Context: an optimization exercise on an open-source flow, tuned for small area, a short achievable clock period and few clock cycles. The choices shown serve that exercise and are no tape-out recipe. RTL that was checked went through simulation tests only; none was proved equivalent to the original. No activity file was given, so power comes from the tool's default toggle rates.

main:
==> module hid_keyboard_report_to_key_events_core, before the edit <==
module hid_keyboard_report_to_key_events_core (
  input  logic        clk_i,
  input  logic        rst_ni,
  input  logic        in_valid_i,
  output logic        in_stall_o,
  input  logic [55:0] in_data_i,
  output logic        out_valid_o,
  input  logic        out_stall_i,
  output logic [9:0]  out_data_o
);
  logic [5:0][7:0] pk;       
  logic [5:0][6:0] cur_q;    
  logic [5:0][6:0] held_q;   
  logic            cv_q;     
  logic [1:0]      s_q;      
  logic [5:0]      fp_q;     
  logic [5:0]      rv_q;     
  logic [2:0]      mod_q;    
  logic [1:0]      ph_q;     
  logic [11:0]     km_q;     
  logic            kz_q;     
  logic [11:0]     low_q;    
  logic            t_v;      
  logic [6:0]      t_key;    
  logic            t_val;    
  logic            t_last;   
  logic            stall_q;
  logic            ov_q;
  logic [9:0]      out_q;
  logic            advance;
  logic            accept;
  logic            step;
  logic            consume;
  logic [2:0]      in_mod;
  logic [5:0]      pz;       
  logic [5:0][6:0] pkc;      
  logic [5:0]      cz;       
  logic [5:0]      e0;       
  logic [5:0]      e1;       
  logic [5:0]      e2;       
  logic [5:0]      fp_n;
  logic [5:0]      rv_n;
  logic [11:0]     km_new;
  logic [11:0]     km_n;
  logic [11:0]     low_n;
  logic [11:0]     rest;
  logic [11:0]     low_k;
  logic [11:0]     low_r;
  logic [11:0]     seen_k;   
  logic [11:0]     seen_r;   
  logic [5:0]      low_cur;  
  logic [6:0]      sel_key;
  logic [7:0]      t_code;
  logic [1:0]      s_n;
  logic [1:0]      ph_n;
  assign advance = !ov_q || !out_stall_i;
  assign accept  = in_valid_i && !stall_q;
  assign step    = in_valid_i && (s_q != 2'd2);
  assign consume = advance && kz_q && (t_v ? (ph_q == 2'd0) : (ph_q == 2'd3));
  assign in_mod[0] = |(in_data_i[55:48] & 8'h22);
  assign in_mod[1] = |(in_data_i[55:48] & 8'h11);
  assign in_mod[2] = |(in_data_i[55:48] & 8'h44);
  for (genvar i = 0; i < 6; i++) begin : g_slot
    assign pk[i] = in_data_i[47-8*i -: 8];
    assign pz[i] = pk[i][7] || (pk[i][6:2] == 5'h00) || (pk[i][6:0] == 7'h39) ||
                   (pk[i][6:0] == 7'h66) || ((pk[i][6:3] == 4'hF) && (pk[i][2:0] != 3'h6));
    assign pkc[i] = pz[i] ? 7'h00 : pk[i][6:0];
    assign cz[i] = cur_q[i] == 7'h00;
    assign e0[i] = !pk[i][7] && (pk[i][6:0] == cur_q[i]);
    assign e1[i] = !pk[i][7] && (pk[i][6:0] == cur_q[(i+1)%6]);
    assign e2[i] = !pk[i][7] && (pk[i][6:0] == cur_q[(i+2)%6]);
    assign fp_n[i] = (fp_q[i] && s_q != 2'd0) || e0[i] || e1[i] || e2[i];
    assign rv_n[i] = ((s_q != 2'd0) ? rv_q[i] : !cz[i]) && !(e0[i] || e1[(i+5)%6] || e2[(i+4)%6]);
    assign km_new[2*i]   = cv_q && rv_q[i];
    assign km_new[2*i+1] = !pz[i] && !(cv_q && fp_q[i]);
  end
  always_comb begin
    for (int m = 0; m < 6; m++) begin
      low_cur[m] = (s_q == 2'd1) ? low_q[2*((m+3)%6)+1] : low_q[2*m+1];
    end
    sel_key = '0;
    for (int i = 0; i < 6; i++) begin
      sel_key = sel_key | ({7{low_q[2*i]}} & held_q[i])
                        | ({7{low_cur[i]}} & cur_q[i]);
    end
  end
  assign rest = km_q & ~low_q;
  assign km_n = consume ? rest : km_q;
  assign seen_k[0] = 1'b0;
  assign seen_r[0] = 1'b0;
  for (genvar i = 0; i < 12; i++) begin : g_low
    assign low_k[i] = km_q[i] && !seen_k[i];
    assign low_r[i] = rest[i] && !seen_r[i];
    if (i < 11) begin : g_seen
      assign seen_k[i+1] = seen_k[i] || km_q[i];
      assign seen_r[i+1] = seen_r[i] || rest[i];
    end
  end
  assign low_n = consume ? low_r : low_k;
  hkre_xlate u_xlate (.code_i(t_key), .scan_o(t_code));
  assign s_n  = step ? s_q + 2'd1 : s_q;
  assign ph_n = (advance && !t_v && ph_q != 2'd0) ? ph_q + 2'd1 : ph_q;
  always_ff @(posedge clk_i or negedge rst_ni) begin
    if (!rst_ni) begin
      cv_q    <= 1'b0;
      s_q     <= 2'd0;
      stall_q <= 1'b0;
      ph_q    <= 2'd0;
      km_q    <= '0;
      kz_q    <= 1'b0;
      t_v     <= 1'b0;
      ov_q    <= 1'b0;
    end else begin
      if (accept) begin
        cv_q    <= 1'b1;
        s_q     <= 2'd0;
        stall_q <= 1'b1;
        km_q    <= km_new;
        kz_q    <= 1'b1;
        ph_q    <= (advance && !t_v) ? 2'd2 : 2'd1;
      end else begin
        s_q     <= s_n;
        stall_q <= !((ph_n == 2'd0) && ((consume ? rest : km_q) == '0) && (!cv_q || s_n == 2'd2));
        km_q    <= km_n;
        kz_q    <= consume ? (rest != '0) : (km_q != '0);
        ph_q    <= ph_n;
      end
      if (advance) begin
        ov_q <= (ph_q != 2'd0) || t_v || accept;
        t_v  <= consume;
      end
    end
  end
  always_ff @(posedge clk_i) begin
    if (accept) begin
      cur_q <= pkc;
      mod_q <= in_mod;
    end else if (step) begin
      rv_q  <= {rv_n[2:0], rv_n[5:3]};
      cur_q <= {cur_q[2:0], cur_q[5:3]};
    end
    fp_q <= fp_n;
    if (!stall_q) held_q <= cur_q;
    low_q <= low_n;
    if (consume) begin
      t_key  <= sel_key;
      t_val  <= |(low_q & 12'b1010_1010_1010);
      t_last <= rest == '0;
    end
    if (advance) begin
      if (t_v) begin
        out_q <= {t_code, t_val, t_last};
      end else begin
        case (ph_q)
          2'd1:    out_q <= {8'hAE, mod_q[0], 1'b0};
          2'd2:    out_q <= {8'hAF, mod_q[1], 1'b0};
          2'd3:    out_q <= {8'hB1, mod_q[2], km_q == '0};
          default: out_q <= {8'hAE, in_mod[0], 1'b0};
        endcase
      end
    end
  end
  assign in_stall_o  = stall_q;
  assign out_valid_o = ov_q;
  assign out_data_o  = out_q;
endmodule
==> flow/config.mk <==
export PLATFORM = sky130hd
export DESIGN_NAME = hid_keyboard_report_to_key_events_core
export DESIGN_NICKNAME = hid_keyboard_report_to_key_events_core
export VERILOG_FILES = /design/flow/design.v
export SDC_FILE = /design/flow/constraint.sdc
export NUM_CORES = 4
export LEC_CHECK = 0
export ABC_AREA = 1
export ABC_CLOCK_PERIOD_IN_PS = 2100
export CAP_MARGIN = 20
export CORE_MARGIN = 2
export CORE_UTILIZATION = 40
export CTS_BUF_LIST = sky130_fd_sc_hd__clkbuf_4 sky130_fd_sc_hd__clkbuf_8
export SETUP_SLACK_MARGIN = 2.9
export SLEW_MARGIN = 20
==> flow/constraint.sdc <==
create_clock -name core_clock -period 5.0 [get_ports {clk_i}]
set_input_delay 1.0000 -clock core_clock [delete_from_list [all_inputs] [get_ports {clk_i}]]
set_output_delay 1.0000 -clock core_clock [all_outputs]
set_load 0.01 [all_outputs]
standard.sh (not shown) runs the stock make flow with config.mk's settings and CLKGATE_MAP_FILE= SYNTH_SCRIPT=/design/flow/synth_recipe.tcl, a recipe that flattens the netlist after the stock synthesis.
==> flow/flow/run.sh <==
#!/bin/bash
# Standard layout, with the port buffers made of plain buffer cells
# (buffer_ports picks a delay cell by default).
export BUFFER_PORTS_ARGS="-buffer_cell sky130_fd_sc_hd__buf_2"
bash standard.sh > standard.log 2>&1
Testbench counts of main, summed over its fixed seeds: cycles 13,752.
Relative to main, the following input files were edited for the feature branch:
-- flow/design.v --
<<< main, line 42
  logic [1:0]      s_q;      
  logic [5:0]      fp_q;     
  logic [5:0]      rv_q;     
  logic [2:0]      mod_q;    
  logic [1:0]      ph_q;     
  logic [11:0]     km_q;     
  logic            kz_q;     
  logic [11:0]     low_q;    
  logic            t_v;      
>>> the feature branch, line 42
  logic [1:0]      s_q;      
  logic [5:0]      fp_q;     
  logic [5:0]      fc_q;     
  logic [2:0]      mod_q;    
  logic [1:0]      ph_q;     
  logic [11:0]     km_q;     
  logic [11:0]     low_q;    
  logic            t_v;      
<<< main, line 67
  logic [5:0]      e2;       
  logic [5:0]      fp_n;
  logic [5:0]      rv_n;
  logic [11:0]     km_new;
  logic [11:0]     km_n;
>>> the feature branch, line 66
  logic [5:0]      e2;       
  logic [5:0]      fp_n;
  logic [5:0]      fc_n;
  logic [11:0]     km_new;
  logic [11:0]     km_n;
<<< main, line 84
  assign accept  = in_valid_i && !stall_q;
  assign step    = in_valid_i && (s_q != 2'd2);
  assign consume = advance && kz_q && (t_v ? (ph_q == 2'd0) : (ph_q == 2'd3));
  assign in_mod[0] = |(in_data_i[55:48] & 8'h22);
  assign in_mod[1] = |(in_data_i[55:48] & 8'h11);
>>> the feature branch, line 83
  assign accept  = in_valid_i && !stall_q;
  assign step    = in_valid_i && (s_q != 2'd2);
  assign consume = advance && (km_q != '0) && (t_v ? (ph_q == 2'd0) : (ph_q == 2'd3));
  assign in_mod[0] = |(in_data_i[55:48] & 8'h22);
  assign in_mod[1] = |(in_data_i[55:48] & 8'h11);
<<< main, line 98
    assign e2[i] = !pk[i][7] && (pk[i][6:0] == cur_q[(i+2)%6]);
    assign fp_n[i] = (fp_q[i] && s_q != 2'd0) || e0[i] || e1[i] || e2[i];
    assign rv_n[i] = ((s_q != 2'd0) ? rv_q[i] : !cz[i]) && !(e0[i] || e1[(i+5)%6] || e2[(i+4)%6]);
    assign km_new[2*i]   = cv_q && rv_q[i];
    assign km_new[2*i+1] = !pz[i] && !(cv_q && fp_q[i]);
  end
>>> the feature branch, line 97
    assign e2[i] = !pk[i][7] && (pk[i][6:0] == cur_q[(i+2)%6]);
    assign fp_n[i] = (fp_q[i] && s_q != 2'd0) || e0[i] || e1[i] || e2[i];
    assign fc_n[i] = (fc_q[i] && s_q != 2'd0) || e0[i] || e1[(i+5)%6] || e2[(i+4)%6];
    assign km_new[2*i]   = cv_q && !cz[i] && !fc_q[i];
    assign km_new[2*i+1] = !pz[i] && !(cv_q && fp_q[i]);
  end
<<< main, line 134
      stall_q <= 1'b0;
      ph_q    <= 2'd0;
      km_q    <= '0;
      kz_q    <= 1'b0;
      t_v     <= 1'b0;
      ov_q    <= 1'b0;
>>> the feature branch, line 133
      stall_q <= 1'b0;
      ph_q    <= 2'd0;
      t_v     <= 1'b0;
      ov_q    <= 1'b0;
<<< main, line 143
        s_q     <= 2'd0;
        stall_q <= 1'b1;
        km_q    <= km_new;
        kz_q    <= 1'b1;
        ph_q    <= (advance && !t_v) ? 2'd2 : 2'd1;
      end else begin
        s_q     <= s_n;
        stall_q <= !((ph_n == 2'd0) && ((consume ? rest : km_q) == '0) && (!cv_q || s_n == 2'd2));
        km_q    <= km_n;
        kz_q    <= consume ? (rest != '0) : (km_q != '0);
        ph_q    <= ph_n;
      end
>>> the feature branch, line 140
        s_q     <= 2'd0;
        stall_q <= 1'b1;
        ph_q    <= (advance && !t_v) ? 2'd2 : 2'd1;
      end else begin
        s_q     <= s_n;
        stall_q <= !((ph_n == 2'd0) && (!cv_q || (((consume ? rest : km_q) == '0) && s_n == 2'd2)));
        ph_q    <= ph_n;
      end
<<< main, line 160
  end
  always_ff @(posedge clk_i) begin
    if (accept) begin
      cur_q <= pkc;
      mod_q <= in_mod;
    end else if (step) begin
      rv_q  <= {rv_n[2:0], rv_n[5:3]};
      cur_q <= {cur_q[2:0], cur_q[5:3]};
    end
>>> the feature branch, line 153
  end
  always_ff @(posedge clk_i) begin
    km_q <= accept ? km_new : km_n;
    if (accept) begin
      cur_q <= pkc;
      mod_q <= in_mod;
    end else if (step) begin
      fc_q  <= {fc_n[2:0], fc_n[5:3]};
      cur_q <= {cur_q[2:0], cur_q[5:3]};
    end
--- outcome ---
The feature branch ended up with sky130_fd_sc_hd__dfrtp_2 as its cell with the largest stage delay on the worst path; main ended up with sky130_fd_sc_hd__dfrtp_1.
Against main as the reference, the feature branch delivers a lower routed length on met1.
Delta (the feature branch minus main): part of the cycle the worst path needs increased 1.7 points, combinational share of power +1.6 points.
The feature branch vs. main: area share of and/or/nand/nor cells after synthesis went down by 1.0 points.
Going from main to the feature branch, later-pin clock latency in the skew report went down, first-iteration DRC count picked up an extra 82, multi-input combinational gate total dropped 83, via count fell 2.1%.
The lower time the final worst path needs with I/O delays and setup of the feature branch and main is in main.
Per the comparison of the feature branch with main, final-layout worst hold slack went down by 0.11 ns, number of buffers outside the clock class in the layout shows an increase of 9.
Function not checked in the feature branch: the RTL went through the layout flow alone.


Setup of branch sierra:
Another version of the RTL of hid_keyboard_report_to_key_events_core (not shown whole).
Size: ~150 flip-flops, about 9900 µm² of cells after synthesis.
==> module hid_keyboard_report_to_key_events_core, before the edit <==
module hid_keyboard_report_to_key_events_core (
  input  logic        clk_i,
  input  logic        rst_ni,
  input  logic        in_valid_i,
  output logic        in_stall_o,
  input  logic [55:0] in_data_i,
  output logic        out_valid_o,
  input  logic        out_stall_i,
  output logic [9:0]  out_data_o
);
  logic [5:0][7:0] pk;       
  logic [5:0][6:0] cur_q;    
  logic [5:0][6:0] held_q;   
  logic            cf_q;
  logic            hf_q;
  logic            cv_q;     
  logic [1:0]      s_q;      
  logic [5:0]      fp_q;     
  logic [5:0]      fc_q;     
  logic [2:0]      mod_q;    
  logic [1:0]      ph_q;     
  logic [11:0]     km_q;     
  logic [11:0]     low_q;    
  logic            t_v;      
  logic [6:0]      t_key;    
  logic            t_val;    
  logic            t_last;   
  logic            stall_q;
  logic            ov_q;
  logic [9:0]      out_q;
  logic            advance;
  logic            accept;
  logic            step;
  logic            consume;
  logic [2:0]      in_mod;
  logic [5:0]      pz;       
  logic [5:0][6:0] pkc;      
  logic [5:0]      cz;       
  logic [5:0]      e0;       
  logic [5:0]      e1;       
  logic [5:0]      e2;       
  logic [5:0]      fp_n;
  logic [5:0]      fc_n;
  logic [11:0]     km_new;
  logic [11:0]     km_n;
  logic [11:0]     low_n;
  logic [11:0]     rest;
  logic [11:0]     low_k;
  logic [11:0]     low_r;
  logic [11:0]     seen_k;   
  logic [11:0]     seen_r;   
  logic [5:0]      low_cur;  
  logic [5:0]      low_hld;  
  logic [5:0]      rel_ok;   
  logic [6:0]      sel_key;
  logic [7:0]      t_code;
  logic [1:0]      s_n;
  logic [1:0]      ph_n;
  assign advance = !ov_q || !out_stall_i;
  assign accept  = in_valid_i && !stall_q;
  assign step    = in_valid_i && (s_q != 2'd2);
  assign consume = advance && (km_q != '0) && (t_v ? (ph_q == 2'd0) : (ph_q == 2'd3));
  assign in_mod[0] = |(in_data_i[55:48] & 8'h22);
  assign in_mod[1] = |(in_data_i[55:48] & 8'h11);
  assign in_mod[2] = |(in_data_i[55:48] & 8'h44);
  for (genvar i = 0; i < 6; i++) begin : g_slot
    assign pk[i] = in_data_i[47-8*i -: 8];
    assign pz[i] = pk[i][7] || (pk[i][6:2] == 5'h00) || (pk[i][6:0] == 7'h39) ||
                   (pk[i][6:0] == 7'h66) || ((pk[i][6:3] == 4'hF) && (pk[i][2:0] != 3'h6));
    assign pkc[i] = pz[i] ? 7'h00 : pk[i][6:0];
    assign cz[i] = cur_q[i] == 7'h00;
    assign e0[i] = !pk[i][7] && (pk[i][6:0] == cur_q[i]);
    assign e1[i] = !pk[i][7] && (pk[i][6:0] == cur_q[(i+1)%6]);
    assign e2[i] = !pk[i][7] && (pk[i][6:0] == cur_q[(i+2)%6]);
    assign fp_n[i] = (fp_q[i] && s_q != 2'd0) || e0[i] || e1[i] || e2[i];
    assign fc_n[i] = (fc_q[i] && s_q != 2'd0) || e0[i] || e1[(i+5)%6] || e2[(i+4)%6];
    assign rel_ok[i] = cf_q ? !cz[(i+3)%6] && !fc_q[(i+3)%6] : !cz[i] && !fc_q[i];
    assign km_new[2*i]   = cv_q && rel_ok[i];
    assign km_new[2*i+1] = !pz[i] && !(cv_q && fp_q[i]);
  end
  always_comb begin
    for (int m = 0; m < 6; m++) begin
      low_cur[m] = cf_q ? low_q[2*((m+3)%6)+1] : low_q[2*m+1];
      low_hld[m] = hf_q ? low_q[2*((m+3)%6)] : low_q[2*m];
    end
    sel_key = '0;
    for (int i = 0; i < 6; i++) begin
      sel_key = sel_key | ({7{low_hld[i]}} & held_q[i])
                        | ({7{low_cur[i]}} & cur_q[i]);
    end
  end
  assign rest = km_q & ~low_q;
  assign km_n = consume ? rest : km_q;
  assign seen_k[0] = 1'b0;
  assign seen_r[0] = 1'b0;
  for (genvar i = 0; i < 12; i++) begin : g_low
    assign low_k[i] = km_q[i] && !seen_k[i];
    assign low_r[i] = rest[i] && !seen_r[i];
    if (i < 11) begin : g_seen
      assign seen_k[i+1] = seen_k[i] || km_q[i];
      assign seen_r[i+1] = seen_r[i] || rest[i];
    end
  end
  assign low_n = consume ? low_r : low_k;
  hkre_xlate u_xlate (.code_i(t_key), .scan_o(t_code));
  assign s_n  = step ? s_q + 2'd1 : s_q;
  assign ph_n = (advance && !t_v && ph_q != 2'd0) ? ph_q + 2'd1 : ph_q;
  always_ff @(posedge clk_i or negedge rst_ni) begin
    if (!rst_ni) begin
      cv_q    <= 1'b0;
      s_q     <= 2'd0;
      stall_q <= 1'b0;
      ph_q    <= 2'd0;
      km_q    <= '0;
      t_v     <= 1'b0;
      ov_q    <= 1'b0;
    end else begin
      if (accept) begin
        cv_q    <= 1'b1;
        s_q     <= 2'd0;
        stall_q <= 1'b1;
        km_q    <= km_new;
        ph_q    <= (advance && !t_v) ? 2'd2 : 2'd1;
      end else begin
        s_q     <= s_n;
        stall_q <= !((ph_n == 2'd0) && ((consume ? rest : km_q) == '0) && (!cv_q || s_n == 2'd2));
        km_q    <= km_n;
        ph_q    <= ph_n;
      end
      if (advance) begin
        ov_q <= (ph_q != 2'd0) || t_v || accept;
        t_v  <= consume;
      end
    end
  end
  always_ff @(posedge clk_i) begin
    if (accept) begin
      cur_q <= pkc;
      cf_q  <= 1'b0;
      mod_q <= in_mod;
    end else begin
      cur_q <= {cur_q[2:0], cur_q[5:3]};
      cf_q  <= !cf_q;
    end
    fp_q <= fp_n;
    fc_q <= {fc_n[2:0], fc_n[5:3]};
    if (!stall_q) begin
      held_q <= cur_q;
      hf_q   <= cf_q;
    end
    low_q <= low_n;
    if (consume) begin
      t_key  <= sel_key;
      t_val  <= |(low_q & 12'b1010_1010_1010);
      t_last <= rest == '0;
    end
    if (advance) begin
      if (t_v) begin
        out_q <= {t_code, t_val, t_last};
      end else begin
        case (ph_q)
          2'd1:    out_q <= {8'hAE, mod_q[0], 1'b0};
          2'd2:    out_q <= {8'hAF, mod_q[1], 1'b0};
          2'd3:    out_q <= {8'hB1, mod_q[2], km_q == '0};
          default: out_q <= {8'hAE, in_mod[0], 1'b0};
        endcase
      end
    end
  end
  assign in_stall_o  = stall_q;
  assign out_valid_o = ov_q;
  assign out_data_o  = out_q;
endmodule
clock: 5.0 ns
lec_check: 0
abc_area: 1
abc_clock_period_in_ps: 2100
cap_margin: 20
core_margin: 2
core_utilization: 40
cts_buf_list: sky130_fd_sc_hd__clkbuf_4 sky130_fd_sc_hd__clkbuf_8
setup_slack_margin: 2.9
slew_margin: 20
Scripts as last shown in full above: flow/flow/run.sh
Relative to branch sierra, the following input files were edited for branch zinc:
--- a/flow/design.v
+++ b/flow/design.v
@@ -35,14 +35,12 @@
   input  logic        out_stall_i,
   output logic [9:0]  out_data_o
 );
   logic [5:0][7:0] pk;       
   logic [5:0][6:0] cur_q;    
   logic [5:0][6:0] held_q;   
-  logic            cf_q;
-  logic            hf_q;
   logic            cv_q;     
   logic [1:0]      s_q;      
   logic [5:0]      fp_q;     
   logic [5:0]      fc_q;     
   logic [2:0]      mod_q;    
   logic [1:0]      ph_q;     
@@ -74,14 +72,12 @@
   logic [11:0]     rest;
   logic [11:0]     low_k;
   logic [11:0]     low_r;
   logic [11:0]     seen_k;   
   logic [11:0]     seen_r;   
   logic [5:0]      low_cur;  
-  logic [5:0]      low_hld;  
-  logic [5:0]      rel_ok;   
   logic [6:0]      sel_key;
   logic [7:0]      t_code;
   logic [1:0]      s_n;
   logic [1:0]      ph_n;
   assign advance = !ov_q || !out_stall_i;
   assign accept  = in_valid_i && !stall_q;
@@ -98,24 +94,22 @@
     assign cz[i] = cur_q[i] == 7'h00;
     assign e0[i] = !pk[i][7] && (pk[i][6:0] == cur_q[i]);
     assign e1[i] = !pk[i][7] && (pk[i][6:0] == cur_q[(i+1)%6]);
     assign e2[i] = !pk[i][7] && (pk[i][6:0] == cur_q[(i+2)%6]);
     assign fp_n[i] = (fp_q[i] && s_q != 2'd0) || e0[i] || e1[i] || e2[i];
     assign fc_n[i] = (fc_q[i] && s_q != 2'd0) || e0[i] || e1[(i+5)%6] || e2[(i+4)%6];
-    assign rel_ok[i] = cf_q ? !cz[(i+3)%6] && !fc_q[(i+3)%6] : !cz[i] && !fc_q[i];
-    assign km_new[2*i]   = cv_q && rel_ok[i];
+    assign km_new[2*i]   = cv_q && !cz[i] && !fc_q[i];
     assign km_new[2*i+1] = !pz[i] && !(cv_q && fp_q[i]);
   end
   always_comb begin
     for (int m = 0; m < 6; m++) begin
-      low_cur[m] = cf_q ? low_q[2*((m+3)%6)+1] : low_q[2*m+1];
-      low_hld[m] = hf_q ? low_q[2*((m+3)%6)] : low_q[2*m];
+      low_cur[m] = (s_q == 2'd1) ? low_q[2*((m+3)%6)+1] : low_q[2*m+1];
     end
     sel_key = '0;
     for (int i = 0; i < 6; i++) begin
-      sel_key = sel_key | ({7{low_hld[i]}} & held_q[i])
+      sel_key = sel_key | ({7{low_q[2*i]}} & held_q[i])
                         | ({7{low_cur[i]}} & cur_q[i]);
     end
   end
   assign rest = km_q & ~low_q;
   assign km_n = consume ? rest : km_q;
   assign seen_k[0] = 1'b0;
@@ -160,24 +154,19 @@
       end
     end
   end
   always_ff @(posedge clk_i) begin
     if (accept) begin
       cur_q <= pkc;
-      cf_q  <= 1'b0;
       mod_q <= in_mod;
-    end else begin
+    end else if (step) begin
+      fc_q  <= {fc_n[2:0], fc_n[5:3]};
       cur_q <= {cur_q[2:0], cur_q[5:3]};
-      cf_q  <= !cf_q;
     end
     fp_q <= fp_n;
-    fc_q <= {fc_n[2:0], fc_n[5:3]};
-    if (!stall_q) begin
-      held_q <= cur_q;
-      hf_q   <= cf_q;
-    end
+    if (!stall_q) held_q <= cur_q;
     low_q <= low_n;
     if (consume) begin
       t_key  <= sel_key;
       t_val  <= |(low_q & 12'b1010_1010_1010);
       t_last <= rest == '0;
     end
Results
branch zinc closes out successfully: all stages finished, all timing, DRC and antenna checks passed.
On async set or reset register ratio after synthesis: between branch sierra and branch zinc, it ends up lower for branch sierra.
For the simple-gate share of the synthesized area, branch zinc came in 2.3 points lower than branch sierra did.
In branch zinc, the worst hold slack came out 0.0085 ns above the value in branch sierra.
Going from branch sierra to branch zinc, cell count along the critical path +3, worst-case setup margin in the final layout up 0.043 ns.
Going from branch sierra to branch zinc, the sum of met2 wire segment lengths after detailed routing was found to have gone up by about 2.5%.
When branch zinc is measured against branch sierra, its worst-path maximum fanout turns out 7 lower.
Post-synthesis to final-layout area growth across branch sierra and branch zinc: no real change.
Clock network area share: branch zinc vs branch sierra — no meaningful difference
Taking branch sierra as the reference point, the number of nets in the final layout of branch zinc falls by 6.2%.
Clock-buffer cell count in branch zinc is 1 below branch sierra.
Design area: branch zinc > branch sierra
Testbench counts of branch zinc, summed over its fixed seeds: cycles 13,752.
The RTL of branch sierra was laid out without a check of its function.

[separate check: timing with driven ports]
No port has a modelled driver above. Below, the same layouts with a new extraction and two added sets of constraints. Step 1 assumes that a clkbuf_16 drives the clock port and a buf_2 every other input. Step 2 moves the port delays by t, midway between the first and last clock arrival at a register: inputs arrive t later, outputs are due t later. That takes back most of the time a late clock gives input paths. Three values: no drivers, after step 1, after step 2; two values: the first two.
run	shift t [ns]	slack for setup (ns)	latest minus earliest clock arrival (ns)
main	0.514	2.963 / 2.918 / 2.480	0.025 / 0.025
the feature branch	0.495	2.879 / 2.879 / 2.419	0.024 / 0.024
branch sierra	0.498	2.915 / 2.914 / 2.563	0.020 / 0.020
branch zinc	0.508	2.958 / 2.934 / 2.504	0.021 / 0.020
After both steps every run listed still meets setup and hold. For main, which loses most, drivers alone change the setup slack by -0.045 ns; drivers and shift together by -0.483 ns.
